What follows belongs to an exercise in optimizing a design on an open flow for a short achievable clock period and few clock cycles; a production flow would make more cautious choices.
Function was checked by simulation only, so behaviour that the tests miss may differ from the original.
No activity file was given, so power comes from the tool's default toggle rates.

lane 1:
==> flow/design.v <==
package cachePkg;
	localparam int lineCount = 64;
	localparam int indexWidth = 6;
	localparam int tagWidth = 7;
	localparam int adrWidth = 13;  
	localparam int laneCount = 8;
	localparam int dataWidth = 64;
endpackage
import cachePkg::*;
module busControl
(
	input  logic                  clk,
	input  logic                  reset,
	input  logic                  cyc,
	input  logic                  stb,
	input  logic                  we,
	output logic [dataWidth-1:0]  datOut,
	output logic                  ack,
	output logic                  err,
	input  logic                  hit,
	input  logic [dataWidth-1:0]  lineData,
	output logic                  writeEn,
	output logic                  heldHit
);
	logic request;
	logic lookup;      
	logic second;      
	logic secondHit;   
	logic secondMiss;  
	assign request = cyc && stb;
	assign lookup = request && !we && !second && !reset;
	always_ff @(posedge clk)
	begin
		second <= lookup;
		secondHit <= lookup && hit;
		secondMiss <= lookup && !hit;
	end
	always_ff @(posedge clk)
	begin
		heldHit <= hit;
		datOut <= lineData;
	end
	assign writeEn = request && we && !reset;
	assign ack = request && (we || secondHit);
	assign err = request && secondMiss;
endmodule
import cachePkg::*;
module tagStore
(
	input  logic                  clk,
	input  logic                  reset,
	input  logic [indexWidth-1:0] reqIndex,
	input  logic [lineCount-1:0]  lineSel,
	input  logic [tagWidth-1:0]   reqTag,
	input  logic                  tagWrite,
	output logic                  hit
);
	logic [lineCount-1:0][tagWidth-1:0] tags;
	logic [lineCount-1:0] valid;
	logic [lineCount-1:0] match;
	always_ff @(posedge clk)
	begin
		if (reset)
			valid <= '0;
		else if (tagWrite)
			valid <= valid | lineSel;
	end
	for (genvar line = 0; line < lineCount; line++)
	begin : lineGen
		always_ff @(posedge clk)
		begin
			if (tagWrite && lineSel[line])
				tags[line] <= reqTag;
		end
	end
	always_comb
	begin
		for (int line = 0; line < lineCount; line++)
			match[line] = valid[line] && (tags[line] == reqTag);
	end
	assign hit = match[reqIndex];
endmodule
import cachePkg::*;
module dataStore
(
	input  logic                  clk,
	input  logic                  reset,
	input  logic [indexWidth-1:0] reqIndex,
	input  logic [lineCount-1:0]  lineSel,
	input  logic                  writeEn,
	input  logic                  heldHit,  
	input  logic [laneCount-1:0]  sel,
	input  logic [dataWidth-1:0]  writeData,
	output logic [dataWidth-1:0]  lineData
);
	localparam int laneWidth = dataWidth / laneCount;
	logic [lineCount-1:0][dataWidth-1:0] lines;
	logic [lineCount-1:0][laneCount-1:0] laneValid;
	logic                  pendValid;
	logic [indexWidth-1:0] pendIndex;
	logic [laneCount-1:0]  pendSel;
	logic [dataWidth-1:0]  readLanes;
	logic [laneCount-1:0]  readValid;
	logic [laneCount-1:0]  laneMask;
	for (genvar line = 0; line < lineCount; line++)
	begin : lineGen
		for (genvar lane = 0; lane < laneCount; lane++)
		begin : laneGen
			always_ff @(posedge clk)
			begin
				if (writeEn && lineSel[line] && sel[lane])
					lines[line][lane*laneWidth +: laneWidth] <= writeData[lane*laneWidth +: laneWidth];
			end
		end
	end
	always_ff @(posedge clk)
	begin
		if (reset)
			pendValid <= 1'b0;
		else
			pendValid <= writeEn;
		if (writeEn)
		begin
			pendIndex <= reqIndex;
			pendSel <= sel;
		end
	end
	for (genvar line = 0; line < lineCount; line++)
	begin : validGen
		always_ff @(posedge clk)
		begin
			if (pendValid && pendIndex == line)
				laneValid[line] <= pendSel | (heldHit ? laneValid[line] : '0);
		end
	end
	assign readLanes = lines[reqIndex];
	assign readValid = laneValid[reqIndex];
	assign laneMask = (pendValid && pendIndex == reqIndex) ?
		(pendSel | (heldHit ? readValid : '0)) : readValid;
	always_comb
	begin
		for (int lane = 0; lane < laneCount; lane++)
			lineData[lane*laneWidth +: laneWidth] = readLanes[lane*laneWidth +: laneWidth] & {laneWidth{laneMask[lane]}};
	end
endmodule
import cachePkg::*;
module cacheTop
(
	input  logic                 clk,
	input  logic                 reset,
	input  logic                 cyc,
	input  logic                 stb,
	input  logic                 we,
	input  logic [adrWidth-1:0]  adr,
	input  logic [laneCount-1:0] sel,
	input  logic [dataWidth-1:0] datIn,
	output logic [dataWidth-1:0] datOut,
	output logic                 ack,
	output logic                 err
);
	logic writeEn;
	logic hit;
	logic heldHit;
	logic [dataWidth-1:0] lineData;
	logic [lineCount-1:0] lineSel;
	always_comb
	begin
		for (int line = 0; line < lineCount; line++)
			lineSel[line] = (adr[indexWidth-1:0] == line);
	end
	busControl control
	(
		.clk      (clk),
		.reset    (reset),
		.cyc      (cyc),
		.stb      (stb),
		.we       (we),
		.datOut   (datOut),
		.lineData (lineData),
		.ack      (ack),
		.err      (err),
		.hit      (hit),
		.writeEn  (writeEn),
		.heldHit  (heldHit)
	);
	tagStore tags
	(
		.clk      (clk),
		.reset    (reset),
		.reqIndex (adr[indexWidth-1:0]),
		.lineSel  (lineSel),
		.reqTag   (adr[adrWidth-1:indexWidth]),
		.tagWrite (writeEn),
		.hit      (hit)
	);
	dataStore data
	(
		.clk       (clk),
		.lineSel   (lineSel),
		.writeEn   (writeEn),
		.reset     (reset),
		.reqIndex  (adr[indexWidth-1:0]),
		.heldHit   (heldHit),
		.sel       (sel),
		.writeData (datIn),
		.lineData  (lineData)
	);
endmodule
==> flow/config.mk <==
export PLATFORM = sky130hd
export DESIGN_NAME = cacheTop
export DESIGN_NICKNAME = cacheTop
export VERILOG_FILES = /design/flow/design.v
export SDC_FILE = /design/flow/constraint.sdc
export NUM_CORES = 4
export LEC_CHECK = 0
export CAP_MARGIN = 20
export CORE_MARGIN = 2
export CORE_UTILIZATION = 45
export PLACE_DENSITY = 0.6
export SETUP_SLACK_MARGIN = 4.0
export SLEW_MARGIN = 20
export TNS_END_PERCENT = 10
==> flow/constraint.sdc <==
create_clock -name core_clock -period 7.0 [get_ports {clk}]
set_input_delay 1.4000 -clock core_clock [delete_from_list [all_inputs] [get_ports {clk}]]
set_output_delay 1.4000 -clock core_clock [all_outputs]
set_load 0.01 [all_outputs]
run.sh (not shown) runs the stock make flow with config.mk's settings and CLKGATE_MAP_FILE= SYNTH_SCRIPT=/design/flow/synth_recipe.tcl, a recipe that flattens the netlist after the stock synthesis.
Testbench counts of lane 1, summed over its fixed seeds: cycles 18,001.
--- input diff lane 1..lane 2 ---
--- a/flow/design.v
+++ b/flow/design.v
@@ -46,13 +46,12 @@
 endmodule
 import cachePkg::*;
 module tagStore
 (
 	input  logic                  clk,
 	input  logic                  reset,
-	input  logic [indexWidth-1:0] reqIndex,
 	input  logic [lineCount-1:0]  lineSel,
 	input  logic [tagWidth-1:0]   reqTag,
 	input  logic                  tagWrite,
 	output logic                  hit
 );
 	logic [lineCount-1:0][tagWidth-1:0] tags;
@@ -75,13 +74,13 @@
 	end
 	always_comb
 	begin
 		for (int line = 0; line < lineCount; line++)
 			match[line] = valid[line] && (tags[line] == reqTag);
 	end
-	assign hit = match[reqIndex];
+	assign hit = |(match & lineSel);
 endmodule
 import cachePkg::*;
 module dataStore
 (
 	input  logic                  clk,
 	input  logic                  reset,
@@ -130,14 +129,22 @@
 		always_ff @(posedge clk)
 		begin
 			if (pendValid && pendIndex == line)
 				laneValid[line] <= pendSel | (heldHit ? laneValid[line] : '0);
 		end
 	end
-	assign readLanes = lines[reqIndex];
-	assign readValid = laneValid[reqIndex];
+	always_comb
+	begin
+		readLanes = '0;
+		readValid = '0;
+		for (int line = 0; line < lineCount; line++)
+		begin
+			readLanes |= lines[line] & {dataWidth{lineSel[line]}};
+			readValid |= laneValid[line] & {laneCount{lineSel[line]}};
+		end
+	end
 	assign laneMask = (pendValid && pendIndex == reqIndex) ?
 		(pendSel | (heldHit ? readValid : '0)) : readValid;
 	always_comb
 	begin
 		for (int lane = 0; lane < laneCount; lane++)
 			lineData[lane*laneWidth +: laneWidth] = readLanes[lane*laneWidth +: laneWidth] & {laneWidth{laneMask[lane]}};
@@ -184,13 +191,12 @@
 		.heldHit  (heldHit)
 	);
 	tagStore tags
 	(
 		.clk      (clk),
 		.reset    (reset),
-		.reqIndex (adr[indexWidth-1:0]),
 		.lineSel  (lineSel),
 		.reqTag   (adr[adrWidth-1:indexWidth]),
 		.tagWrite (writeEn),
 		.hit      (hit)
 	);
 	dataStore data
Results
Cmp lane 1 and lane 2 / combinational share of power / lower: lane 2. In terms of power dissipated in the clock network, lane 1 and lane 2 differ only marginally. Largest stage delay on the critical path: lane 1 vs lane 2, no meaningful difference. Lane 2 vs lane 1, global-route wire length before repair went up by about 40%. Note that the multi-input logic area recorded for lane 1 amounts to 1.17 times the value seen in lane 2. Data required time at the worst endpoint (lane 2 over lane 1): increase, 0.29 ns. Measured against each other, lane 1 and lane 2 differ in register-to-register slack, the higher figure coming from lane 1. Summary of lane 2 over lane 1: pin slew with the least headroom to its limit moved up; utilization after layout grew by 0.35 points; post-cts repair resize count higher.
Testbench counts of lane 2, summed over its fixed seeds: cycles 18,001.


Starts from the design.v that is shown in full above.
make LEC_CHECK=0 CAP_MARGIN=20 CORE_MARGIN=2 CORE_UTILIZATION=45 PLACE_DENSITY=0.6 SETUP_SLACK_MARGIN=4.0 SLEW_MARGIN=20 TNS_END_PERCENT=100 finish   # period 7.0 ns
Testbench counts at the start, summed over its fixed seeds: cycles 18,001.
Change:
--- a/flow/design.v
+++ b/flow/design.v
@@ -94,56 +94,70 @@
 	output logic [dataWidth-1:0]  lineData
 );
 	localparam int laneWidth = dataWidth / laneCount;
 	logic [lineCount-1:0][dataWidth-1:0] lines;
 	logic [lineCount-1:0][laneCount-1:0] laneValid;
 	logic                  pendValid;
+	logic [lineCount-1:0]  pendLine;  
 	logic [indexWidth-1:0] pendIndex;
 	logic [laneCount-1:0]  pendSel;
+	logic [dataWidth-1:0]  pendData;
 	logic [dataWidth-1:0]  readLanes;
 	logic [laneCount-1:0]  readValid;
+	logic                  forward;
+	logic [laneCount-1:0]  forwardLane;
 	logic [laneCount-1:0]  laneMask;
+	always_ff @(posedge clk)
+	begin
+		if (reset)
+		begin
+			pendValid <= 1'b0;
+			pendLine <= '0;
+		end
+		else
+		begin
+			pendValid <= writeEn;
+			pendLine <= writeEn ? lineSel : '0;
+		end
+		if (writeEn)
+		begin
+			pendIndex <= reqIndex;
+			pendSel <= sel;
+			pendData <= writeData;
+		end
+	end
 	for (genvar line = 0; line < lineCount; line++)
 	begin : lineGen
 		for (genvar lane = 0; lane < laneCount; lane++)
 		begin : laneGen
 			always_ff @(posedge clk)
 			begin
-				if (writeEn && lineSel[line] && sel[lane])
-					lines[line][lane*laneWidth +: laneWidth] <= writeData[lane*laneWidth +: laneWidth];
+				if (pendLine[line] && pendSel[lane])
+					lines[line][lane*laneWidth +: laneWidth] <= pendData[lane*laneWidth +: laneWidth];
 			end
-		end
-	end
-	always_ff @(posedge clk)
-	begin
-		if (reset)
-			pendValid <= 1'b0;
-		else
-			pendValid <= writeEn;
-		if (writeEn)
-		begin
-			pendIndex <= reqIndex;
-			pendSel <= sel;
 		end
 	end
 	for (genvar line = 0; line < lineCount; line++)
 	begin : validGen
 		always_ff @(posedge clk)
 		begin
-			if (pendValid && pendIndex == line)
+			if (pendLine[line])
 				laneValid[line] <= pendSel | (heldHit ? laneValid[line] : '0);
 		end
 	end
 	assign readLanes = lines[reqIndex];
 	assign readValid = laneValid[reqIndex];
-	assign laneMask = (pendValid && pendIndex == reqIndex) ?
-		(pendSel | (heldHit ? readValid : '0)) : readValid;
+	assign forward = pendValid && pendIndex == reqIndex;
+	assign forwardLane = forward ? pendSel : '0;
+	assign laneMask = readValid & ~forwardLane & ((forward && !heldHit) ? '0 : '1);
 	always_comb
 	begin
 		for (int lane = 0; lane < laneCount; lane++)
-			lineData[lane*laneWidth +: laneWidth] = readLanes[lane*laneWidth +: laneWidth] & {laneWidth{laneMask[lane]}};
+			lineData[lane*laneWidth +: laneWidth] =
+				(readLanes[lane*laneWidth +: laneWidth] & {laneWidth{laneMask[lane]}}) |
+				(pendData[lane*laneWidth +: laneWidth] & {laneWidth{forwardLane[lane]}});
 	end
 endmodule
 import cachePkg::*;
 module cacheTop
 (
 	input  logic                 clk,
Result:
- core utilization decreases by 0.19 points
- design area increases by about 1.3%
- area after synthesis increases by 1.7%
- wire length increases by about 2.4%
- total power increases by 1.7%
- global-route usage decreases by 0.44 points
- count of clock-buffer cells in the layout decreases by 3
- non-clock buffer count decreases by 56
- via count increases by 3.5%
- fmax increases by about 5.6%
Testbench counts after the change, summed over its fixed seeds: cycles 18,001.

what the ideal ports hide:
No port has a modelled driver above. Below, the same layouts with a new extraction and two added sets of constraints.
Step 1, drivers: a clkbuf_16 drives clk and a buf_2 each remaining input, both assumed.
Step 2 moves the port delays by t, midway between the first and last clock arrival at a register: inputs arrive t later, outputs are due t later. That takes back most of the time a late clock gives input paths.
Slacks: ideal / step 1 / step 2; pairs: ideal / step 1.
run | t (ns) | setup WS [ns] | worst setup path at the end | worst slew at a driven data input, ns
lane 1 | 1.151 | 3.715 / 3.402 / 2.251 | input to register | 0.62
lane 2 | 1.185 | 3.675 / 3.571 / 2.386 | input to register | 0.29
the first run of note 2 | 1.140 | 3.645 / 3.236 / 2.095 | input to register | 0.67
the second run of note 2 | 1.171 | 3.821 / 3.477 / 2.305 | input to register | 0.66
After both steps every run listed still meets setup and hold. The setup slack of the first run of note 2, which loses most, moves by -0.409 ns with the drivers and by -1.550 ns with both steps.
